What follows belongs to an exercise in optimizing a design on an open flow for small area, a short achievable clock period and few clock cycles; a production flow would make more cautious choices.
The RTL was checked by simulation tests, not by an equivalence proof against the original design.
Power is estimated from default activity; no workload was simulated.

[design.v]
package r4k_pkg;
  typedef enum logic [2:0] {
    OP_MULT  = 3'd0,
    OP_MULTU = 3'd1,
    OP_DIV   = 3'd2,
    OP_DIVU  = 3'd3,
    OP_MTHI  = 3'd4,
    OP_MTLO  = 3'd5
  } muldiv_op_e;
endpackage
module r4k_muldiv_unit #(
  parameter int              XLEN     = 64,
  parameter int              MUL_BITS = 4,
  parameter logic [XLEN-1:0] START_HI = '0,
  parameter logic [XLEN-1:0] START_LO = '0
) (
  input  logic            clk,
  input  logic            reset,
  input  logic            start_valid,
  output logic            start_ready,
  input  logic [2:0]      op,
  input  logic            op_word,
  input  logic            kill,
  input  logic [XLEN-1:0] rs_value,
  input  logic [XLEN-1:0] rt_value,
  output logic [XLEN-1:0] hi_out,
  output logic [XLEN-1:0] lo_out,
  output logic            busy,
  output logic            done
);
  localparam int TW = 74;    
  logic m_mul, m_corr, m_nega, m_div, m_negr, m_negq, m_norm;
  logic [63:0] hi_r, lo_r;   
  logic        pend;         
  logic        mt_done;
  logic [65:0] h;           
  logic [63:0] l;           
  logic [63:0] x;           
  logic [6:0]  cnt;
  logic        sg;          
  logic        wd;          
  logic        dv;          
  logic        sh;          
  logic        corr;        
  logic        aneg;        
  logic        qneg;        
  function automatic logic [6:0] lzc64(input logic [63:0] v);
    logic [63:0] zf;
    logic [6:0]  c [64];
    for (int i = 0; i < 64; i++) begin
      zf[i] = !v[i];
      c[i]  = 7'd0;
    end
    for (int k = 1; k <= 6; k++) begin
      for (int j = 0; j < (64 >> k); j++) begin
        c[j]  = zf[2*j+1] ? (7'(1 << (k-1)) + c[2*j]) : c[2*j+1];
        zf[j] = zf[2*j+1] && zf[2*j];
      end
    end
    lzc64 = zf[0] ? 7'd64 : c[0];
  endfunction
  logic        accept, is_mul, is_div, is_mt, is_sg;
  logic [63:0] a_ext, b_ext;
  logic        a_neg, b_neg, a_short, b_short, use_b, m_short;
  logic [1:0]  a_cost, b_cost;
  logic [63:0] lval;
  logic [6:0]  lza_in, lzd_in;
  logic [63:0] mcand, mplier;
  always_comb begin
    is_mul = (op == 3'd0) || (op == 3'd1);
    is_div = (op == 3'd2) || (op == 3'd3);
    is_mt  = (op == 3'd4) || (op == 3'd5);
    is_sg  = (op == 3'd0) || (op == 3'd2);
    accept = start_valid && start_ready && !kill && (op <= 3'd5);
    if (op_word) begin
      a_ext = is_sg ? {{32{rs_value[31]}}, rs_value[31:0]} : {32'b0, rs_value[31:0]};
      b_ext = is_sg ? {{32{rt_value[31]}}, rt_value[31:0]} : {32'b0, rt_value[31:0]};
    end else begin
      a_ext = rs_value;
      b_ext = rt_value;
    end
    a_neg   = is_sg && a_ext[63];
    b_neg   = is_sg && b_ext[63];
    a_short = is_sg ? ((a_ext[63:31] == '0) || (a_ext[63:31] == '1)) : (a_ext[63:32] == '0);
    b_short = is_sg ? ((b_ext[63:31] == '0) || (b_ext[63:31] == '1)) : (b_ext[63:32] == '0);
    a_cost  = {!a_short, !is_sg && (a_short ? a_ext[31] : a_ext[63])};
    b_cost  = {!b_short, !is_sg && (b_short ? b_ext[31] : b_ext[63])};
    use_b   = (b_cost <= a_cost);
    m_short = op_word || b_short || a_short;
    lval    = op_word ? {a_ext[31:0], 32'b0} : a_ext;
    lza_in  = lzc64(a_neg ? ~lval : lval);
    lzd_in  = lzc64(b_neg ? ~b_ext : b_ext);
    mcand   = use_b ? a_ext : b_ext;
    mplier  = use_b ? b_ext : a_ext;
  end
  localparam logic [TW-1:0] KC = TW'(0) - (TW'(1) << 65) - (TW'(1) << 65) - (TW'(1) << 67)
                                 - (TW'(1) << 69) - (TW'(1) << 71);
  logic [65:0]   ra, x66;
  logic [TW-1:0] row_a, pp0, pp1, pp2, pp3, negs, tsum;
  logic [3:0]    dneg, dpos1, dtwo;
  logic          cin;
  logic [3:0]    dp_r, dt_r, dn_r;    
  logic          cin_r;
  logic [TW-1:0] s1, c1, s2, c2, s3, c3, s4, c4;
  function automatic logic [65:0] ppsel(input logic [65:0] xv, input logic one, input logic two,
                                        input logic neg);
    logic [65:0] m;
    m = (one ? xv : 66'b0) | (two ? {xv[64:0], 1'b0} : 66'b0);
    ppsel = neg ? ~m : m;
  endfunction
  function automatic logic [TW-1:0] urow(input logic [65:0] v);
    urow = TW'({~v[65], v[64:0]});
  endfunction
  always_comb begin
    x66 = {{2{sg && x[63]}}, x};
    dpos1 = dp_r;
    dtwo  = dt_r;
    dneg  = dn_r;
    cin   = cin_r;
    ra = ({66{m_mul || m_corr}} & h)
       | ({66{m_div}} & {1'b0, h[63:0], l[63]})
       | ({66{m_negr}} & ~{2'b0, h[63:0]})
       | ({66{m_negq || m_nega}} & ~{2'b0, l});
    row_a = urow(ra);
    pp0  = urow(ppsel(x66, dpos1[0], dtwo[0], dneg[0]));
    pp1  = urow(ppsel(x66, dpos1[1], dtwo[1], dneg[1])) << 2;
    pp2  = urow(ppsel(x66, dpos1[2], dtwo[2], dneg[2])) << 4;
    pp3  = urow(ppsel(x66, dpos1[3], dtwo[3], dneg[3])) << 6;
    negs = KC;
    negs[0] = dneg[0] | cin;
    negs[2] = dneg[1];
    negs[4] = dneg[2];
    negs[6] = dneg[3];
    s1 = row_a ^ pp0 ^ pp1;
    c1 = ((row_a & pp0) | (row_a & pp1) | (pp0 & pp1)) << 1;
    s2 = pp2 ^ pp3 ^ negs;
    c2 = ((pp2 & pp3) | (pp2 & negs) | (pp3 & negs)) << 1;
    s3 = s1 ^ c1 ^ s2;
    c3 = ((s1 & c1) | (s1 & s2) | (c1 & s2)) << 1;
    s4 = s3 ^ c3 ^ c2;
    c4 = ((s3 & c3) | (s3 & c2) | (c3 & c2)) << 1;
    tsum = s4 + c4;
  end
  function automatic logic [63:0] rotl64(input logic [63:0] v, input logic [5:0] s);
    logic [63:0] r;
    r = v;
    for (int k = 0; k < 6; k++) begin
      if (s[k]) r = (r << (1 << k)) | (r >> (64 - (1 << k)));
    end
    rotl64 = r;
  endfunction
  logic [63:0] rot, lowm;
  logic [6:0]  lza_r, lzd_r;    
  logic        bz_r;            
  logic [7:0]  zsum;
  logic [5:0]  zsh;
  logic        xzero, tge;
  always_comb begin
    xzero = bz_r;
    zsum = {1'b0, lza_r} + 8'd63 - {1'b0, lzd_r} - {7'b0, aneg};
    if (xzero || (!zsum[7] && zsum[6:0] >= cnt)) zsh = 6'(cnt - 7'd1);
    else if (zsum[7]) zsh = 6'd0;
    else zsh = zsum[5:0];
    rot = rotl64(l, zsh);
    for (int i = 0; i < 64; i++) lowm[i] = (6'(i) < zsh);
    tge = !tsum[TW-1];
  end
  logic [65:0] h_nx;
  logic [63:0] l_nx;
  logic [6:0]  cnt_nx;
  logic        last;       
  logic        nx_mul, nx_corr, nx_nega, nx_norm, nx_div, nx_negr, nx_negq;
  logic [7:0]  nbyte;
  logic [2:0]  nbsel [4];
  logic [3:0]  ndp, ndt, ndn;
  logic        ncin;
  always_comb begin
    h_nx   = h;
    l_nx   = l;
    cnt_nx = cnt;
    if (m_mul) begin
      h_nx   = tsum[73:8];
      l_nx   = {tsum[7:0], l[63:8]};
      cnt_nx = cnt - 7'd1;
    end
    if (m_corr || m_negr) h_nx = tsum[65:0];
    if (m_nega || m_negq) l_nx = tsum[63:0];
    if (m_norm) begin
      h_nx   = {2'b0, rot & lowm};
      l_nx   = rot & ~lowm;
      cnt_nx = cnt - {1'b0, zsh};
    end
    if (m_div) begin
      h_nx   = tge ? {2'b0, tsum[63:0]} : {2'b0, h[62:0], l[63]};
      l_nx   = {l[62:0], tge};
      cnt_nx = cnt - 7'd1;
    end
    last = (m_mul && cnt == 7'd1 && !corr) || m_corr
        || (m_div && cnt == 7'd1 && !aneg && !qneg)
        || (m_negr && !qneg) || m_negq;
    nx_mul  = m_mul && cnt != 7'd1;
    nx_corr = m_mul && cnt == 7'd1 && corr;
    nx_nega = 1'b0;
    nx_norm = m_nega;
    nx_div  = m_norm || (m_div && cnt != 7'd1);
    nx_negr = m_div && cnt == 7'd1 && aneg;
    nx_negq = (m_div && cnt == 7'd1 && !aneg && qneg) || (m_negr && qneg);
    if (accept) begin
      nx_mul  = is_mul;
      nx_nega = is_div && a_neg;
      nx_norm = is_div && !a_neg;
    end
    if (kill) begin
      {nx_mul, nx_corr, nx_nega, nx_div, nx_negr, nx_negq, nx_norm} = '0;
    end
    nbyte = accept ? mplier[7:0] : l[15:8];
    nbsel[0] = {nbyte[1:0], accept ? 1'b0 : l[7]};
    nbsel[1] = nbyte[3:1];
    nbsel[2] = nbyte[5:3];
    nbsel[3] = nbyte[7:5];
    for (int i = 0; i < 4; i++) begin
      ndp[i] = (nbsel[i][1] ^ nbsel[i][0]) && nx_mul;
      ndt[i] = ((nbsel[i][2] & ~nbsel[i][1] & ~nbsel[i][0]) | (~nbsel[i][2] & nbsel[i][1] & nbsel[i][0])) && nx_mul;
      ndn[i] = (nbsel[i][2] & ~(nbsel[i][1] & nbsel[i][0])) && nx_mul;
    end
    ndp[0] = ndp[0] || nx_corr || nx_div;
    ndn[0] = ndn[0] || (nx_div && !(sg && x[63]));
    ncin   = nx_nega || nx_negr || nx_negq;
  end
  logic [63:0] res_hi, res_lo;
  always_comb begin
    if (dv) begin
      res_hi = wd ? {{32{h[31]}}, h[31:0]} : h[63:0];
      res_lo = xzero ? '1 : (wd ? {{32{l[31]}}, l[31:0]} : l);
    end else if (wd) begin
      res_hi = {{32{h[31]}}, h[31:0]};
      res_lo = {{32{l[63]}}, l[63:32]};
    end else if (sh) begin
      res_hi = {{30{h[65]}}, h[65:32]};
      res_lo = {h[31:0], l[63:32]};
    end else begin
      res_hi = h[63:0];
      res_lo = l;
    end
  end
  assign hi_out      = pend ? res_hi : hi_r;
  assign lo_out      = pend ? res_lo : lo_r;
  assign busy        = m_mul || m_corr || m_nega || m_div || m_negr || m_negq || m_norm;
  assign start_ready = !busy;
  assign done        = mt_done || (last && !kill);
  always_ff @(posedge clk or posedge reset) begin
    if (reset) begin
      {m_mul, m_corr, m_nega, m_div, m_negr, m_negq, m_norm} <= '0;
      {dp_r, dt_r, dn_r, cin_r} <= '0;
      mt_done <= 1'b0;
      pend    <= 1'b0;
      hi_r    <= START_HI;
      lo_r    <= START_LO;
    end else begin
      {m_mul, m_corr, m_nega, m_div, m_negr, m_negq, m_norm} <=
        {nx_mul, nx_corr, nx_nega, nx_div, nx_negr, nx_negq, nx_norm};
      {dp_r, dt_r, dn_r, cin_r} <= {ndp, ndt, ndn, ncin};
      mt_done <= accept && is_mt;
      if (accept) begin
        pend <= 1'b0;
        if (pend) begin
          hi_r <= res_hi;
          lo_r <= res_lo;
        end
        if (op == 3'd4) hi_r <= rs_value;
        if (op == 3'd5) lo_r <= rs_value;
      end else if (last && !kill) begin
        pend <= 1'b1;
      end
    end
  end
  always_ff @(posedge clk) begin
    if (accept && !is_mt) begin
      sg   <= is_sg;
      wd   <= op_word;
      dv   <= is_div;
      aneg <= a_neg;
      qneg <= (a_neg ^ b_neg) && (b_ext != '0);
      h    <= '0;
      if (is_div) begin
        x    <= b_ext;
        l    <= lval;
        lza_r <= lza_in;
        lzd_r <= lzd_in;
        bz_r  <= (b_ext == '0);
        cnt  <= op_word ? 7'd32 : 7'd64;
        sh   <= 1'b0;
        corr <= 1'b0;
      end else begin
        x    <= mcand;
        l    <= mplier;
        sh   <= m_short;
        cnt  <= m_short ? 7'd4 : 7'd8;
        corr <= !is_sg && (m_short ? mplier[31] : mplier[63]);
      end
    end else begin
      h   <= h_nx;
      l   <= l_nx;
      cnt <= cnt_nx;
    end
  end
endmodule
[run.sh]
#!/bin/bash
# synth_recipe.tcl (not shown) runs the flow's synth.tcl, then flattens the netlist and writes it again
# the make line also repeats each setting of config.mk as NAME=value (left out here)
make -C /OpenROAD-flow-scripts/flow DESIGN_CONFIG=/design/flow/config.mk WORK_HOME=/design/flow/orfs CLKGATE_MAP_FILE= SYNTH_SCRIPT=/design/flow/synth_recipe.tcl finish
[constraint.sdc]
create_clock -name core_clock -period 11.0 [get_ports {clk}]
set_input_delay 2.2000 -clock core_clock [delete_from_list [all_inputs] [get_ports {clk}]]
set_output_delay 2.2000 -clock core_clock [all_outputs]
set_load 0.01 [all_outputs]
[config.mk]
export PLATFORM = sky130hd
export DESIGN_NAME = r4k_muldiv_unit
export DESIGN_NICKNAME = r4k_muldiv_unit
export VERILOG_FILES = /design/flow/design.v
export SDC_FILE = /design/flow/constraint.sdc
export NUM_CORES = 4
export LEC_CHECK = 0
export CAP_MARGIN = 20
export CORE_MARGIN = 2
export CORE_UTILIZATION = 55
export SETUP_SLACK_MARGIN = 5
export SLEW_MARGIN = 20
==> results.py, run 1 <==
metrics = {
    "placement": {
        "dp.cells": 7690,
        "io_buffers": 266,
        "place_congestion": 1.27,
        "hpwl_mm": 238,
        "placed_cell_area_um2": 54400,
        "dp_slack_ps": 2780,
    },
    "synth": {
        "synth-seq-cells": 373,
        "avgSynthCellArea_um2": 7.66,
        "synth_flop_cell": "edfxtp_1",
        "synth-warning-count": 4,
        "syn_area_um2": 50600,
        "synth_nets": 7129,
        "synth_edf_count": 157,
        "syn_inst": 6610,
        "synth_cell_types": 102,
        "async_flop_share": 0.402,
        "ys_seq_area_frac": 0.193,
    },
    "status": {
        "status": "stopped before the end",
        "failed_stage": "5_1_grt",
        "error": "[ERROR GRT-0232] Routing congestion too high. Check the congestion heatmap in the GUI.",
    },
    "floorplanning": {
        "dieWidth_um": 307,
        "die_y_um": 307,
        "io_pins": 267,
        "start_util": 0.553,
        "rows": 111,
    },
    "cts": {
        "cts_root_buf": "clkbuf_16",
        "cts_buffer_depth": 3,
        "numCtsBuffers": 48,
        "cts_num_sinks": 373,
        "htreeDepth": 2,
    },
    "global_route": {
        "grt_max_degree": 151,
        "grt-ovfl-total": 1,
        "track_usage": 0.727,
    },
}
## cell families after synthesis
group / Yosys count / synth area share
fa+ha+maj: 383 / 0.124
buf+inv: 1141 / 0.0883
flops: 373 / 0.193
simple gates: 1626 / 0.142
xor+xnor: 339 / 0.0586
compound gates: 2201 / 0.283
mux: 547 / 0.111
## how the worst min path moves through the flow
stage / start / end / slack (ps) / depth (start not counted)
floorplan: lo_r[63] / lo_r[63] / 450 / 2
global placement: lo_r[63] / lo_r[63] / 460 / 2
detailed placement: hi_r[33] / hi_r[33] / 470 / 2
CTS: lo_r[57] / lo_r[57] / 480 / 2
## power by group through the flow
stage	combinational, mW	clock, mW	sequential [mW]
3_3_place_gp	7.42	0	2.55
4_1_cts	8.50	1.66	2.52
2_1_floorplan	4.34	0	2.04
3_5_place_dp	7.51	0	2.56
## cell usage after synthesis, types with 91 or more instances
| cell type | number | area (µm²) |
|---|---|---|
| inv_1 | 521 | 1960 |
| a22oi_1 | 303 | 2270 |
| xnor2_1 | 248 | 2170 |
| ha_1 | 187 | 2340 |
| o211ai_1 | 100 | 751 |
| xor2_1 | 91 | 797 |
| o22ai_1 | 125 | 782 |
| nor2_1 | 402 | 1510 |
| fa_1 | 196 | 3920 |
| edfxtp_1 | 157 | 4710 |
| mux2i_1 | 480 | 4800 |
| a21oi_1 | 491 | 2460 |
| dfrtp_1 | 150 | 3750 |
| clkbuf_1 | 425 | 1600 |
| nor3_1 | 99 | 495 |
| o21ai_0 | 532 | 2660 |
| nand2_1 | 710 | 2670 |
| nand3_1 | 117 | 586 |
## what timing repair did
item                                    4_1_cts
hold buffers                                  0
resized for setup                           513
pin swaps                                    80
setup buffers                               136
cloned                                       21
hold endpoints to repair                      0
endpoints found under the setup margin      159
## metal layers
metal  GRT overflow  global-route usage
met5              0               0.303
met1              0               0.755
met3              0               0.571
met4              1               0.669
met2              0               0.881
Testbench counts, summed over its fixed seeds: cycles 19,904.
==> inputs of run 2 (changes only) <==
--- a/config.mk
+++ b/config.mk
@@ -8,5 +8,5 @@
 export CAP_MARGIN = 20
 export CORE_MARGIN = 2
-export CORE_UTILIZATION = 55
+export CORE_UTILIZATION = 70
 export SETUP_SLACK_MARGIN = 5
 export SLEW_MARGIN = 20
==> results.py, run 2 <==
metrics = {
    "synth": {
        "ys_seq_area_frac": 0.193,
        "synth.most_common_cell": "nand2_1",
        "yosysTopAreaCellShare": 0.0949,
        "async_flop_share": 0.402,
        "synth-warning-count": 4,
        "synth_edf_count": 157,
        "avgSynthCellArea_um2": 7.66,
        "synth_area_leader_cell": "mux2i_1",
        "synthTopCellsByCount": "710 x nand2_1, 532 x o21ai_0, 521 x inv_1, 491 x a21oi_1, 480 x mux2i_1",
        "syn_area_um2": 50600,
        "syn_inst": 6610,
        "synth_nets": 7129,
        "synth_flop_cell": "edfxtp_1",
        "synth_cell_types": 102,
        "synthTopCellsByArea": "mux2i_1 9.5%, edfxtp_1 9.3%, fa_1 7.7%",
        "synth-seq-cells": 373,
    },
    "status": {
        "error": "[ERROR GRT-0116] Global routing finished with congestion. Check the congestion regions in the DRC Viewer.",
        "status": "stopped before the end",
        "failed_stage": "5_1_grt",
    },
    "global_route": {
        "grt_pass1_wl_mm": 501,
        "track_usage": 0.900,
        "grt-ovfl-total": 1116,
        "grt_pass1_vias": 68163,
        "grt_max_degree": 151,
    },
    "cts": {
        "htreeDepth": 2,
        "cts_root_buf": "clkbuf_16",
        "numCtsBuffers": 44,
        "cts_buffer_depth": 3,
        "cts_num_sinks": 373,
        "hold_buffers": 0,
    },
    "placement": {
        "io_buffers": 266,
        "place_congestion": 1.50,
        "hpwl_mm": 209,
    },
    "floorplanning": {
        "rows": 98,
        "dieWidth_um": 273,
        "die_y_um": 273,
        "io_pins": 267,
        "start_util": 0.707,
    },
}
[run 2: cell counts after synthesis]
No cell type changed its count.
[run 2: worst max path at each step]
stage,slack [ps],depth (start not counted),startpoint,endpoint
global placement,3290,22,m_mul,h[22]
detailed placement,3130,22,m_mul,h[22]
floorplan,5020,28,lzd_r[1],cnt[6]
CTS,4940,21,m_nega,l[63]
[run 2: cell families after synthesis]
| group | synth area share |
|---|---|
| buf+inv | 0.0883 |
| compound gates | 0.283 |
| simple gates | 0.142 |
| xor+xnor | 0.0586 |
| fa+ha+maj | 0.124 |
| flops | 0.193 |
| mux | 0.111 |
[run 2: per-layer routing]
metal,GRT usage,overflow
met1,0.889,117
met2,0.996,521
met3,0.834,104
met4,0.893,364
met5,0.614,10
[run 2: power groups by stage]
stage               sequential [mW]  combinational [mW]  clock, mW
detailed placement             2.53                7.03          0
floorplan                      2.04                4.34          0
CTS                            2.50                7.85       1.42
global placement               2.51                6.84          0
[run 2: per-stage QoR]
stage / cell area, µm² / setup slack (ps) / std cells / power (mW) / hold WS, ps
floorplan: 50700 / 5020 / 6610 / 6.37 / 446
global placement: 53800 / 3290 / 7416 / 9.35 / 458
detailed placement: 53800 / 3130 / 7416 / 9.57 / 470
CTS: 58700 / 4940 / 7630 / 11.8 / 484
[run 2: repair_timing]
action | 4_1_cts
pin swaps | 74
endpoints found under the setup margin | 175
resized for setup | 462
gates cloned | 21
endpoints found under the hold margin | 0
setup buffers | 112
==> inputs of run 3 (changes only) <==
--- a/config.mk
+++ b/config.mk
@@ -8,5 +8,5 @@
 export CAP_MARGIN = 20
 export CORE_MARGIN = 2
-export CORE_UTILIZATION = 70
+export CORE_UTILIZATION = 40
 export SETUP_SLACK_MARGIN = 5
 export SLEW_MARGIN = 20
==> results.py, run 3 <==
metrics = {
    "cts": {
        "hold_buffers": 0,
        "cts_buffer_depth": 3,
        "clk_latency_ps": 700,
        "cts_num_sinks": 373,
        "htreeDepth": 2,
        "numCtsBuffers": 51,
        "cts_root_buf": "clkbuf_16",
        "clk_pin_slew_worst_paths_ps": 70,
        "tritoncts": "built",
    },
    "critical_path": {
        "reg2reg_slack_ps": 4490,
        "worstPathArrival_ps": 6880,
        "path_class": "reg2reg",
        "crit_required_ps": 11380,
        "end_kind": "flop",
        "start_kind": "flop",
        "worst-path-max-fanout": 6,
    },
    "global_route": {
        "antenna_found_initial": 45,
        "use_met1": 0.643,
        "busiest_layer": "met2",
        "grt_max_degree": 125,
        "track_usage": 0.547,
        "grt_use_met3": 0.288,
        "grt_pass1_wl_mm": 489,
        "use_met2": 0.722,
        "grt-ovfl-total": 0,
        "grt_pass1_vias": 55385,
    },
    "synth": {
        "ys_seq_area_frac": 0.193,
        "syn_area_um2": 50600,
        "synth_flop_cell": "edfxtp_1",
        "synth_area_leader_cell": "mux2i_1",
        "synth-seq-cells": 373,
        "async_flop_share": 0.402,
        "syn_inst": 6610,
        "synth_edf_count": 157,
        "yosysTopAreaCellShare": 0.0949,
        "synth.most_common_cell": "nand2_1",
        "avgSynthCellArea_um2": 7.66,
        "synth_nets": 7129,
        "synthTopCellsByArea": "mux2i_1 9.5%, edfxtp_1 9.3%, fa_1 7.7%",
        "synth_cell_types": 102,
        "synth-warning-count": 4,
        "synthTopCellsByCount": "710 x nand2_1, 532 x o21ai_0, 521 x inv_1, 491 x a21oi_1, 480 x mux2i_1",
    },
    "sta": {
        "relSlewSlack": 0.126,
        "fin_setup_tns_ps": 0,
        "fmax_mhz": 154,
        "finalCriticalPeriod_ps": 6510,
        "worst_slew_pin_slew_ps": 1310,
        "finalHoldViolCount": 0,
        "fin_skew_ps": 47.6,
        "setup_viol": 0,
        "final.period_utilization": 0.591,
        "setup_ws_ps": 4490,
        "rsz0062_at_grt": "true",
        "finalMaxSlewViolations": 0,
    },
    "finish": {
        "drive_above_1_share": 0.217,
        "multiInputGateArea_um2": 41200,
        "final_nets": 7478,
        "layout.cells.most_common": "nand2_1",
        "syn_to_final_growth_pct": 30.9,
        "seqCellArea_um2": 9870,
        "final_cell_mix": "683 x nand2_1, 508 x inv_1, 459 x buf_4",
        "fill_cells": 11887,
        "top_register": "h",
        "largest_reg_flops": 66,
    },
    "hold_path": {
        "hold_path.class": "reg2reg",
    },
    "placement": {
        "hpwl_mm": 263,
        "io_buffers": 266,
        "dp_slack_ps": 2880,
        "place_congestion": 1.16,
    },
    "pwr": {
        "seqPwrFrac": 0.165,
        "powerDensity_nw_per_um2": 237,
        "clkPwrFrac": 0.118,
        "swShare": 0.557,
        "p_leak_nw": 25.9,
        "vdd_drop_max_v": 0.000148,
        "p_comb_frac": 0.717,
        "power.switching_mw": 8.74,
        "p_int_mw": 6.95,
    },
    "floorplanning": {
        "dieWidth_um": 360,
        "die_y_um": 360,
        "design.core.area_um2": 126000,
        "dieArea_um2": 129000,
        "io_pins": 267,
        "start_util": 0.403,
        "rows": 130,
    },
    "status": {
        "status": "no timing/DRC/antenna violations",
    },
    "drt": {
        "drc": 0,
        "viasPerCell": 7.26,
        "wl_per_cell_um": 42.9,
        "via_count": 63187,
        "postRouteAntennaNets": 0,
        "first_pass_iters": 15,
        "drt-total-wl_mm": 373,
        "drt-initial-drc-count": 11767,
    },
    "flow_run": {
        "max-cap-violations": 0,
    },
}
[run 3: worst paths after layout]
| kind | start | to | cells past startpoint |
|---|---|---|---|
| setup / recovery | l[5] | l[59] | 20 |
| hold / removal | hi_r[46] | hi_r[46] | 2 |
| setup reg to reg | l[5] | l[59] | 20 |
| hold reg to reg | hi_r[46] | hi_r[46] | 2 |
| max in group asynchronous | reset | lo_r[17] | 3 |
| min in group asynchronous | reset | hi_r[55] | 2 |
[run 3: power groups by stage]
stage | sequential [mW] | clock, mW | combinational, mW
global route | 2.53 | 1.87 | 11.3
detailed placement | 2.50 | 0 | 7.97
CTS | 2.45 | 1.83 | 9.15
global placement | 2.51 | 0 | 7.98
finish | 2.58 | 1.85 | 11.3
floorplan | 2.04 | 0 | 4.34
[run 3: per-stage QoR]
| step | cells | hold slack [ps] | total power [mW] | instance area [µm²] | util |
|---|---|---|---|---|---|
| after floorplan | 6610 | 446 | 6.37 | 50700 | - |
| after global placement | 8181 | 458 | 10.5 | 55200 | 0.439 |
| after detailed placement | 8184 | 470 | 10.5 | 55200 | 0.440 |
| after CTS | 8474 | 483 | 13.4 | 61900 | 0.493 |
| after global routing | 8664 | 495 | 15.7 | 66200 | 0.527 |
| final | 8700 | 479 | 15.7 | 66300 | 0.528 |
[run 3: cell families after synthesis]
| logic type | count (synthesis) | synth area share |
|---|---|---|
| DFF | 373 | 0.193 |
| muxes | 547 | 0.111 |
| AOI/OAI and AO/OA | 2201 | 0.283 |
| buffers and inverters | 1141 | 0.0883 |
| adders and majority gates | 383 | 0.124 |
| xor gates and xnor gates | 339 | 0.0586 |
| and+or+nand+nor | 1626 | 0.142 |
[run 3: repair_timing]
item / CTS / global route
endpoints found under the setup margin: 251 / 161
buffers inserted: 175 / 166
gates cloned: 21 / 10
pin swaps: 106 / 249
resized for setup: 635 / 579
[run 3: critical path: stages (launching register included)]
cell and delay (ps):
edfxtp_1 1120, o211ai_1 290, fa_1 560, fa_1 490, inv_1 50, fa_1 470, inv_1 40, ha_1 320
o21ai_1 100, o21ai_1 210, and3_4 240, o211ai_1 90, buf_4 180, a31oi_4 370, o21ai_4 160, o31ai_4 300
xor2_2 320, a21oi_2 100, o221ai_2 200, o21ai_4 170, o211ai_1 380
[run 3: per-layer routing]
layer	vias up	routed length, µm
li1	24641	-
met1	30511	130000
met2	6169	140000
met3	1825	60800
met4	41	41600
met5	-	874
[run 3: area by class of cell]
| type | count | area share |
|---|---|---|
| antenna | 50 | 0.00189 |
| clock buffer | 73 | 0.0224 |
| clock inverter | 21 | 0.00408 |
| inverter | 528 | 0.0315 |
| multi-input combinational | 5099 | 0.621 |
| sequential | 373 | 0.149 |
| tap | 1650 | 0.0311 |
| timing repair buffer | 900 | 0.138 |
| timing repair inverter | 6 | 0.000830 |
==> inputs of run 4 (changes only) <==
--- a/config.mk
+++ b/config.mk
@@ -11,2 +11,3 @@
 export SETUP_SLACK_MARGIN = 5
 export SLEW_MARGIN = 20
+export TNS_END_PERCENT = 10
==> results.py, run 4 <==
metrics = {
    "status": {
        "status": "no timing/DRC/antenna violations",
    },
    "cts": {
        "clk_latency_ps": 720,
        "tritoncts": "built",
        "htreeDepth": 2,
        "cts_root_buf": "clkbuf_16",
        "numCtsBuffers": 50,
        "cts_buffer_depth": 3,
        "cts_num_sinks": 373,
        "clk_pin_slew_worst_paths_ps": 60,
        "hold_buffers": 0,
    },
    "synth": {
        "avgSynthCellArea_um2": 7.66,
        "synth-warning-count": 4,
        "syn_inst": 6610,
        "synth_edf_count": 157,
        "ys_seq_area_frac": 0.193,
        "synthTopCellsByCount": "710 x nand2_1, 532 x o21ai_0, 521 x inv_1, 491 x a21oi_1, 480 x mux2i_1",
        "synth_flop_cell": "edfxtp_1",
        "synth_nets": 7129,
        "synth_area_leader_cell": "mux2i_1",
        "yosysTopAreaCellShare": 0.0949,
        "synth-seq-cells": 373,
        "async_flop_share": 0.402,
        "synthTopCellsByArea": "mux2i_1 9.5%, edfxtp_1 9.3%, fa_1 7.7%",
        "syn_area_um2": 50600,
        "synth_cell_types": 102,
        "synth.most_common_cell": "nand2_1",
    },
    "critical_path": {
        "worstPathArrival_ps": 6840,
        "critPathSlowestCell": "or2_2",
        "end_kind": "flop",
        "r2r.worst_path.cells": 12,
        "path_class": "reg2reg",
        "worst-path-max-fanout": 39,
        "reg2reg_slack_ps": 4440,
        "r2r-end": "l[60]",
        "crit_required_ps": 11290,
        "cp_num_buf_inv": 6,
        "start_kind": "flop",
        "crit_top_cell": "buf_4",
        "path_cells": "buf_12 -> buf_4 -> inv_2 -> nand2_2 -> nor3_2 -> nand2_1 -> or3_1 -> buf_4 -> inv_4 -> or3_1 -> or2_2 -> buf_4",
        "critPathTopFamily": "simple AND/OR/NAND/NOR gates",
        "r2r_start": "m_div",
        "max_stage_delay_ps": 810,
    },
    "drt": {
        "drt-total-wl_mm": 372,
        "viasPerCell": 7.34,
        "wl_per_cell_um": 43.7,
        "postRouteAntennaNets": 0,
        "drt-initial-drc-count": 11583,
        "via_count": 62522,
        "drc": 0,
        "first_pass_iters": 13,
    },
    "sta": {
        "worst_slew_pin_slew_ps": 1330,
        "fmax_mhz": 153,
        "fin_skew_ps": 66.9,
        "final.period_utilization": 0.596,
        "fin_setup_tns_ps": 0,
        "setup_viol": 0,
        "rsz0062_at_grt": "true",
        "finalCriticalPeriod_ps": 6560,
        "finalMaxSlewViolations": 0,
        "relSlewSlack": 0.109,
        "finalHoldViolCount": 0,
    },
    "finish": {
        "syn_to_final_growth_pct": 23.0,
        "final_nets": 7292,
        "drive_above_1_share": 0.160,
        "final_cell_mix": "690 x nand2_1, 515 x inv_1, 481 x o21ai_0",
        "layoutNonFillerInstCount": 8518,
        "top_register": "h",
        "largest_reg_flops": 66,
        "design_area_um2": 62300,
        "layout.cells.most_common": "nand2_1",
        "fill_cells": 12327,
    },
    "floorplanning": {
        "start_util": 0.403,
        "design.core.area_um2": 126000,
        "io_pins": 267,
        "die_y_um": 360,
        "dieArea_um2": 129000,
        "dieWidth_um": 360,
        "rows": 130,
    },
    "flow_run": {
        "max-cap-violations": 0,
    },
    "pwr": {
        "powerDensity_nw_per_um2": 229,
        "p_int_mw": 6.18,
        "swShare": 0.566,
        "power.switching_mw": 8.06,
        "seqPwrFrac": 0.183,
        "p_leak_nw": 24.4,
        "vdd_drop_max_v": 0.000132,
        "p_comb_frac": 0.687,
        "power.total_mw": 14.2,
        "clkPwrFrac": 0.130,
    },
    "placement": {
        "io_buffers": 266,
        "hpwl_mm": 262,
        "dp.cells": 8184,
        "place_congestion": 1.17,
        "placed_cell_area_um2": 55200,
    },
    "global_route": {
        "grt_pass1_wl_mm": 489,
        "grt_max_degree": 138,
        "grt_pass1_vias": 55430,
        "track_usage": 0.548,
        "grt-ovfl-total": 0,
        "antenna_found_initial": 54,
    },
    "hold_path": {
        "hold_path.class": "reg2reg",
        "hp-start": "lo_r[44]",
        "whs_endpoint": "lo_r[44]",
        "hold_depth": 2,
    },
}
==> run 4: kinds of logic (layout without fill, tap and decap cells) <==
| family | Yosys count | in the layout | share of synthesized area |
|---|---|---|---|
| AOI/OAI and AO/OA | 2201 | 2202 | 0.283 |
| and+or+nand+nor | 1626 | 1630 | 0.142 |
| buffers and inverters | 1141 | 1340 | 0.0883 |
| muxes | 547 | 547 | 0.111 |
| adders and majority gates | 383 | 383 | 0.124 |
| DFF | 373 | 373 | 0.193 |
| xor gates and xnor gates | 339 | 339 | 0.0586 |
| other | 0 | 54 | 0 |
==> run 4: power groups by stage <==
stage / logic [mW] / clock network, mW / registers (mW)
3_3_place_gp: 7.85 / 0 / 2.49
6_report: 9.79 / 1.86 / 2.60
4_1_cts: 8.73 / 1.84 / 2.45
3_5_place_dp: 7.86 / 0 / 2.49
2_1_floorplan: 4.33 / 0 / 2.04
5_1_grt: 9.86 / 1.88 / 2.55
==> run 4: timing repair <==
| action | CTS | global route |
|---|---|---|
| setup endpoints to repair | 269 | 220 |
| gates resized for setup | 401 | 266 |
| pin swaps | 70 | 69 |
| cloned | 16 | 6 |
| setup buffers | 114 | 50 |
==> run 4: how the worst max path moves through the flow <==
stage                      start    end  slack [ps]  cells after the start
finish                     m_div  l[60]        4440                     12
CTS                 rt_value[46]  l[58]        4780                     18
detailed placement        m_negq  h[19]        2510                     22
global placement          m_nega   l[0]        2500                     22
global route               m_mul  l[59]        4560                     24
floorplan                 m_negq  h[62]        4820                     25
==> run 4: through the flow <==
step | hold slack, ps | setup WS [ps] | util
6_report | 480 | 4440 | 0.496
5_1_grt | 494 | 4560 | 0.495
4_1_cts | 483 | 4780 | 0.481
3_5_place_dp | 470 | 2510 | 0.440
3_3_place_gp | 460 | 2500 | 0.439
2_1_floorplan | 446 | 4820 | -
==> run 4: area by class of cell <==
type | count | area, µm² | share of cell area
Multi-Input combinational cell | 5101 | 39100 | 0.627
Sequential cell | 373 | 9870 | 0.158
Timing Repair Buffer | 718 | 7360 | 0.118
Tap cell | 1650 | 2060 | 0.0331
Inverter | 528 | 2040 | 0.0327
Clock buffer | 64 | 1390 | 0.0223
Clock inverter | 29 | 357 | 0.00572
Antenna cell | 54 | 135 | 0.00217
Timing Repair inverter | 1 | 8.76 | 0.000141
==> run 4: per-layer routing <==
metal / track usage / vias to the layer above / routed length, µm
li1: - / 24254 / -
met1: 0.644 / 30215 / 130000
met2: 0.730 / 6141 / 141000
met3: 0.286 / 1876 / 59700
met4: 0.449 / 36 / 40500
met5: 0.0218 / - / 934
==> run 4: worst register-to-register path: stages (launching register included) <==
cell and delay [ps]:
dfrtp_4 570, buf_12 200, buf_4 330, inv_2 150
nand2_2 300, nor3_2 770, nand2_1 440, or3_1 450
buf_4 270, inv_4 410, or3_1 620, or2_2 820
buf_4 800
==> inputs of run 5 (changes only) <==
--- a/config.mk
+++ b/config.mk
@@ -11,3 +11,3 @@
 export SETUP_SLACK_MARGIN = 5
 export SLEW_MARGIN = 20
-export TNS_END_PERCENT = 10
+export TNS_END_PERCENT = 3
==> results.py, run 5 <==
metrics = {
    "status": {
        "status": "no timing/DRC/antenna violations",
    },
    "finish": {
        "final_cell_mix": "693 x nand2_1, 514 x inv_1, 479 x o21ai_0",
        "multiInputGateArea_um2": 39000,
        "drive_above_1_share": 0.157,
        "final_nets": 7283,
        "fill_cells": 12282,
        "seqCellArea_um2": 9860,
        "fin_util": 0.493,
        "syn_to_final_growth_pct": 22.1,
        "top_register": "h",
        "largest_reg_flops": 66,
        "layoutNonFillerInstCount": 8510,
        "design_area_um2": 61900,
        "layout.cells.most_common": "nand2_1",
    },
    "synth": {
        "synth_edf_count": 157,
        "synth_adder_area_share": 0.124,
        "synth_nets": 7129,
        "synth-seq-cells": 373,
        "avgSynthCellArea_um2": 7.66,
        "synthTopCellsByCount": "710 x nand2_1, 532 x o21ai_0, 521 x inv_1, 491 x a21oi_1, 480 x mux2i_1",
        "synth-warning-count": 4,
        "synthSimpleGateAreaFrac": 0.142,
        "synth_top_family_by_area": "compound AO/OA/AOI/OAI gates",
        "synth_mux_area_frac": 0.111,
        "synth_compound_area_frac": 0.283,
        "ys_seq_area_frac": 0.193,
        "synthXorXnorAreaFrac": 0.0586,
        "synth_flop_cell": "edfxtp_1",
        "syn_inst": 6610,
        "synth_area_leader_cell": "mux2i_1",
        "synth_cell_types": 102,
        "synth.most_common_cell": "nand2_1",
        "syn_area_um2": 50600,
        "async_flop_share": 0.402,
        "yosysTopAreaCellShare": 0.0949,
        "synthTopCellsByArea": "mux2i_1 9.5%, edfxtp_1 9.3%, fa_1 7.7%",
    },
    "cts": {
        "tritoncts": "built",
        "cts_buffer_depth": 3,
        "cts_num_sinks": 373,
        "clk_pin_slew_worst_paths_ps": 60,
        "htreeDepth": 2,
        "clk_latency_ps": 740,
        "numCtsBuffers": 50,
        "cts_root_buf": "clkbuf_16",
    },
    "critical_path": {
        "worst-path-max-fanout": 35,
        "max_stage_delay_ps": 1140,
        "r2r_start": "l[18]",
        "crit_start": "rs_value[63]",
        "start_kind": "primary input",
        "crit_required_ps": 11370,
        "critPathSlowestCell": "a2111oi_4",
        "end_kind": "flop",
        "path_cells": "clkdlybuf4s50_1 -> nand4_1 -> nor4_1 -> nand4_1 -> nand3_1 -> ha_1 -> nor2b_1 -> o21ai_2 -> buf_12 -> nand2_8 -> nand2_1 -> a21oi_1 -> a2111oi_4 -> o21ai_1",
        "path_class": "in2reg",
        "setup.worst_path.end": "l[47]",
        "r2r.worst_path.cells": 20,
        "r2r-end": "l[37]",
        "reg2reg_slack_ps": 4570,
        "crit_top_cell": "nand4_1",
        "worstPathArrival_ps": 6860,
    },
    "placement": {
        "hpwl_mm": 264,
        "place_congestion": 1.17,
        "placed_cell_area_um2": 55200,
        "dp.cells": 8190,
        "io_buffers": 266,
    },
    "global_route": {
        "track_usage": 0.553,
        "antenna_found_initial": 62,
        "grt_max_degree": 102,
        "grt-ovfl-total": 0,
        "use_met2": 0.740,
        "use_met1": 0.640,
        "grt_pass1_wl_mm": 494,
        "grt_pass1_vias": 56693,
        "busiest_layer": "met2",
        "grt_use_met3": 0.283,
    },
    "sta": {
        "fmax_mhz": 154,
        "fin_skew_ps": 87.6,
        "rsz0062_at_grt": "true",
        "final.period_utilization": 0.590,
        "finalMaxSlewViolations": 0,
        "fin_setup_tns_ps": 0,
        "relSlewSlack": 0.130,
        "finalCriticalPeriod_ps": 6490,
        "finalHoldViolCount": 0,
        "fin_hold_ws_ps": 479,
        "setup_viol": 0,
        "worst_slew_pin_slew_ps": 1300,
    },
    "drt": {
        "drt-total-wl_mm": 370,
        "postRouteAntennaNets": 0,
        "first_pass_iters": 22,
        "wl_per_cell_um": 43.5,
        "drt-initial-drc-count": 10739,
        "drc": 0,
        "via_count": 61943,
        "viasPerCell": 7.28,
    },
    "flow_run": {
        "max-cap-violations": 0,
    },
    "floorplanning": {
        "dieArea_um2": 129000,
        "die_y_um": 360,
        "design.core.area_um2": 126000,
        "rows": 130,
        "dieWidth_um": 360,
        "start_util": 0.403,
        "io_pins": 267,
    },
    "pwr": {
        "p_leak_nw": 24.1,
        "powerDensity_nw_per_um2": 229,
        "vdd_drop_max_v": 0.000153,
    },
    "hold_path": {
        "hold_path.class": "reg2reg",
    },
}
-- run 5: timing repair --
item,in CTS,in global routing
setup endpoints to repair,217,209
gates resized for setup,468,212
pin swaps,64,70
setup buffers,119,30
hold buffers,0,0
cloned,19,3
-- run 5: final cells by class --
class,instances,share of cell area
antenna,54,0.00218
clock buffer,72,0.0237
clock inverter,22,0.00344
inverter,528,0.0330
multi-input combinational,5099,0.630
sequential,373,0.159
tap,1650,0.0334
timing repair buffer,710,0.115
timing repair inverter,2,0.000182
-- run 5: cells by family after synthesis --
group | Yosys count
flops | 373
xor+xnor | 339
buf+inv | 1141
simple gates | 1626
compound gates | 2201
fa+ha+maj | 383
mux | 547
-- run 5: metrics by stage --
stage | power, mW | worst slack [ps]
final | 14.2 | 4510
after global routing | 14.2 | 4540
after CTS | 12.9 | 4810
after detailed placement | 10.3 | 2970
after global placement | 10.3 | 2990
after floorplan | 6.37 | 4820
-- run 5: worst max-delay path: cells and delay by family --
kind	cells	cell delay (ps)
AO/OA/AOI/OAI	4	1700
AND/OR/NAND/NOR	7	1570
buffers and inverters	2	1110
adder cells (fa/ha/maj)	1	250
-- run 5: how the worst min path moves through the flow --
stage	end	cells after the start	slack (ps)	startpoint
floorplan	lo_r[63]	2	450	lo_r[63]
global placement	lo_r[63]	2	460	lo_r[63]
detailed placement	lo_r[24]	2	470	lo_r[24]
CTS	hi_r[57]	2	480	hi_r[57]
global route	lo_r[51]	2	500	lo_r[51]
finish	hi_r[56]	2	480	hi_r[56]
-- run 5: power breakdown --
group,total (mW),switching [mW],internal (mW)
sequential,2.55,0.758,1.80
clock,1.78,0.814,0.962
combinational,9.83,6.47,3.36
total,14.2,8.04,6.12
-- run 5: layer usage --
metal  vias to the layer above  wire length [µm]
li1                      24239                 -
met1                     29879            128000
met2                      5920            142000
met3                      1851             58200
met4                        54             41200
met5                         -              1080
==> inputs of run 6 (changes only) <==
--- a/design.v
+++ b/design.v
@@ -102,4 +102,5 @@
   logic [3:0]    dp_r, dt_r, dn_r;    
   logic          cin_r;
+  logic          ra_h, ra_nl;          
   logic [TW-1:0] s1, c1, s2, c2, s3, c3, s4, c4;
   function automatic logic [65:0] ppsel(input logic [65:0] xv, input logic one, input logic two,
@@ -118,8 +119,8 @@
     dneg  = dn_r;
     cin   = cin_r;
-    ra = ({66{m_mul || m_corr}} & h)
+    ra = ({66{ra_h}} & h)
        | ({66{m_div}} & {1'b0, h[63:0], l[63]})
        | ({66{m_negr}} & ~{2'b0, h[63:0]})
-       | ({66{m_negq || m_nega}} & ~{2'b0, l});
+       | ({66{ra_nl}} & ~{2'b0, l});
     row_a = urow(ra);
     pp0  = urow(ppsel(x66, dpos1[0], dtwo[0], dneg[0]));
@@ -253,4 +254,5 @@
       {m_mul, m_corr, m_nega, m_div, m_negr, m_negq, m_norm} <= '0;
       {dp_r, dt_r, dn_r, cin_r} <= '0;
+      {ra_h, ra_nl} <= '0;
       mt_done <= 1'b0;
       pend    <= 1'b0;
@@ -261,4 +263,5 @@
         {nx_mul, nx_corr, nx_nega, nx_div, nx_negr, nx_negq, nx_norm};
       {dp_r, dt_r, dn_r, cin_r} <= {ndp, ndt, ndn, ncin};
+      {ra_h, ra_nl} <= {nx_mul || nx_corr, nx_nega || nx_negq};
       mt_done <= accept && is_mt;
       if (accept) begin
--- a/config.mk
+++ b/config.mk
@@ -11,3 +11,3 @@
 export SETUP_SLACK_MARGIN = 5
 export SLEW_MARGIN = 20
-export TNS_END_PERCENT = 3
+export TNS_END_PERCENT = 10
==> results.py, run 6 <==
metrics = {
    "critical_path": {
        "r2r-end": "l[18]",
        "path_class": "reg2reg",
        "reg2reg_slack_ps": 4460,
        "max_stage_delay_ps": 680,
        "r2r_start": "m_div",
        "path_cells": "buf_12 -> buf_6 -> or2_2 -> nor3_1 -> buf_4 -> nand2_1 -> inv_2 -> and3_1 -> nand2_1 -> buf_4 -> inv_4 -> buf_4 -> buf_4 -> nor2_1 -> a221oi_2 -> o21ai_0",
        "end_kind": "flop",
        "start_kind": "flop",
        "crit_top_cell": "buf_4",
        "critPathSlowestCell": "buf_4",
        "crit_required_ps": 11390,
        "worstPathArrival_ps": 6930,
        "worst-path-max-fanout": 41,
        "r2r.worst_path.cells": 16,
    },
    "sta": {
        "finalCriticalPeriod_ps": 6540,
        "fmax_mhz": 153,
        "fin_hold_ws_ps": 478,
        "finalHoldViolCount": 0,
        "fin_skew_ps": 41.1,
        "rsz0062_at_grt": "true",
        "worst_slew_pin_slew_ps": 1280,
        "final.period_utilization": 0.594,
        "setup_ws_ps": 4460,
        "fin_setup_tns_ps": 0,
        "finalMaxSlewViolations": 0,
        "setup_viol": 0,
        "relSlewSlack": 0.147,
    },
    "finish": {
        "fill_cells": 12327,
        "seqCellArea_um2": 9910,
        "top_register": "h",
        "fin_util": 0.495,
        "design_area_um2": 63000,
        "layout.cells.most_common": "nand2_1",
        "drive_above_1_share": 0.169,
        "multiInputGateArea_um2": 39400,
        "largest_reg_flops": 66,
        "layoutNonFillerInstCount": 8460,
        "final_nets": 7227,
        "final_cell_mix": "631 x nand2_1, 553 x inv_1, 552 x mux2i_1",
        "syn_to_final_growth_pct": 23.1,
    },
    "pwr": {
        "power.switching_mw": 7.42,
        "vdd_drop_max_v": 0.000134,
        "powerDensity_nw_per_um2": 211,
        "p_leak_nw": 25.0,
        "power.total_mw": 13.3,
        "seqPwrFrac": 0.192,
        "p_int_mw": 5.89,
        "swShare": 0.558,
        "p_comb_frac": 0.670,
        "clkPwrFrac": 0.138,
    },
    "placement": {
        "placed_cell_area_um2": 55500,
        "dp.cells": 8112,
        "io_buffers": 266,
        "dp_slack_ps": 2890,
        "hpwl_mm": 263,
        "place_congestion": 1.15,
    },
    "hold_path": {
        "hold_path.class": "reg2reg",
        "hold_depth": 2,
        "hp-start": "lo_r[58]",
        "whs_endpoint": "lo_r[58]",
    },
    "global_route": {
        "track_usage": 0.539,
        "antenna_found_initial": 46,
        "grt-ovfl-total": 0,
        "grt_pass1_vias": 55146,
        "grt_pass1_wl_mm": 485,
        "grt_max_degree": 111,
    },
    "cts": {
        "cts_num_sinks": 375,
        "tritoncts": "built",
        "cts_buffer_depth": 3,
        "hold_buffers": 0,
        "clk_latency_ps": 720,
        "htreeDepth": 2,
        "clk_pin_slew_worst_paths_ps": 60,
        "numCtsBuffers": 51,
        "cts_root_buf": "clkbuf_16",
    },
    "drt": {
        "drt-total-wl_mm": 367,
        "via_count": 60827,
        "viasPerCell": 7.19,
        "postRouteAntennaNets": 0,
        "wl_per_cell_um": 43.4,
        "drc": 0,
        "first_pass_iters": 9,
        "drt-initial-drc-count": 10129,
    },
    "floorplanning": {
        "rows": 131,
        "design.core.area_um2": 127000,
        "dieArea_um2": 131000,
        "die_y_um": 362,
        "start_util": 0.402,
        "io_pins": 267,
        "dieWidth_um": 362,
    },
    "synth": {
        "synth_edf_count": 157,
        "ys_seq_area_frac": 0.192,
        "synth-seq-cells": 375,
        "synth_area_leader_cell": "mux2i_1",
        "synth.most_common_cell": "nand2_1",
        "synthTopCellsByArea": "mux2i_1 12%, edfxtp_1 9.2%, fa_1 7.7%",
        "async_flop_share": 0.405,
        "syn_area_um2": 51200,
        "synth_nets": 7087,
        "avgSynthCellArea_um2": 7.79,
        "yosysTopAreaCellShare": 0.123,
        "synth_flop_cell": "edfxtp_1",
        "syn_inst": 6568,
        "synthTopCellsByCount": "657 x nand2_1, 631 x mux2i_1, 562 x inv_1, 524 x o21ai_0, 432 x clkbuf_1",
        "synth-warning-count": 4,
        "synth_cell_types": 98,
    },
    "status": {
        "status": "no timing/DRC/antenna violations",
    },
    "flow_run": {
        "max-cap-violations": 0,
    },
}
-- run 6: cell count changes after synthesis, sizes merged, moves of 24 or more --
cell,delta
mux2i,+156
xor2,-28
a21oi,-66
nor2,-55
nand2,-53
mux2,+28
xnor2,+36
nand3,-24
inv,+45
buf,+29
o22ai,+29
-- run 6: logic make-up after synthesis --
family | after synthesis | share of synthesized area
AOI/OAI and AO/OA | 2055 | 0.259
and+or+nand+nor | 1472 | 0.128
buffers and inverters | 1208 | 0.0938
muxes | 728 | 0.145
adders and majority gates | 383 | 0.122
DFF | 375 | 0.192
xor gates and xnor gates | 347 | 0.0594
-- run 6: area by class of cell --
class,instances,share of cell area
Antenna cell,48,0.00191
Clock buffer,65,0.0228
Clock inverter,30,0.00467
Inverter,571,0.0353
Multi-Input combinational cell,4988,0.626
Sequential cell,375,0.157
Tap cell,1662,0.0330
Timing Repair Buffer,719,0.119
Timing Repair inverter,2,0.000278
-- run 6: metal layers --
layer | vias to the layer above | wire (µm) | global-route usage
li1 | 23910 | - | -
met1 | 29668 | 130000 | 0.639
met2 | 5548 | 139000 | 0.720
met3 | 1660 | 57300 | 0.270
met4 | 41 | 38500 | 0.441
met5 | - | 1140 | 0.0403
-- run 6: how the worst max path moves through the flow --
stage	from	endpoint	slack [ps]	cells past startpoint
floorplan	op[1]	l[12]	4930	8
global placement	aneg	l[50]	2970	25
detailed placement	aneg	l[50]	2890	25
CTS	ra_nl	l[59]	4720	24
global route	ra_nl	l[59]	4490	24
finish	m_div	l[18]	4460	16
-- run 6: repair_timing --
action                     4_1_cts  5_1_grt
cloned                          20        5
pin swaps                      115       77
setup endpoints to repair      306      255
gates resized for setup        515      276
setup buffers                  105       75
-- run 6: power by group through the flow --
stage | Sequential (mW) | Clock (mW) | Combinational, mW
global placement | 2.49 | 0 | 6.98
global route | 2.50 | 1.85 | 8.92
floorplan | 2.05 | 0 | 3.78
detailed placement | 2.50 | 0 | 6.96
finish | 2.55 | 1.83 | 8.92
CTS | 2.45 | 1.82 | 7.95
-- run 6: critical path, delay by kind of cell, from the launching register on --
kind,cells,cell delay [ps]
compound gates,2,740
flops,1,510
buf+inv,8,2960
simple gates,6,1880
Testbench counts of run 6, summed over its fixed seeds: cycles 19,904.

[what the ideal ports hide]
How much do the figures lean on ideal ports? The routed layouts below were timed once more, with nothing changed but the port constraints. Step 1 (the two cells are an assumption about what drives the block):
set clk [get_ports {clk}]
set_driving_cell -lib_cell sky130_fd_sc_hd__clkbuf_16 $clk
set_driving_cell -lib_cell sky130_fd_sc_hd__buf_2 [delete_from_list [all_inputs] $clk]
Step 2 also shifts input and output timing later by t, the mid clock arrival at the registers, as if the neighbouring blocks saw the same clock. Three values: ideal, step 1, step 2; two values: the first two.
run | t, ns | slack for setup (ns) | worst hold slack (ns) | worst setup path at the end | clock arrival spread, ns
run 3 | 0.744 | 4.495 / 4.495 / 4.193 | 0.479 / 0.479 / 0.479 | input to register | 0.047 / 0.047
run 4 | 0.760 | 4.444 / 4.444 / 3.965 | 0.480 / 0.480 / 0.480 | input to register | 0.067 / 0.067
run 5 | 0.766 | 4.509 / 4.553 / 3.788 | 0.479 / 0.479 / 0.479 | input to register | 0.089 / 0.089
run 6 | 0.780 | 4.462 / 4.462 / 3.877 | 0.478 / 0.478 / 0.478 | input to register | 0.041 / 0.041
After both steps setup and hold are still met in every run listed. For run 5, which loses most, drivers alone change the setup slack by +0.044 ns; drivers and shift together by -0.721 ns.
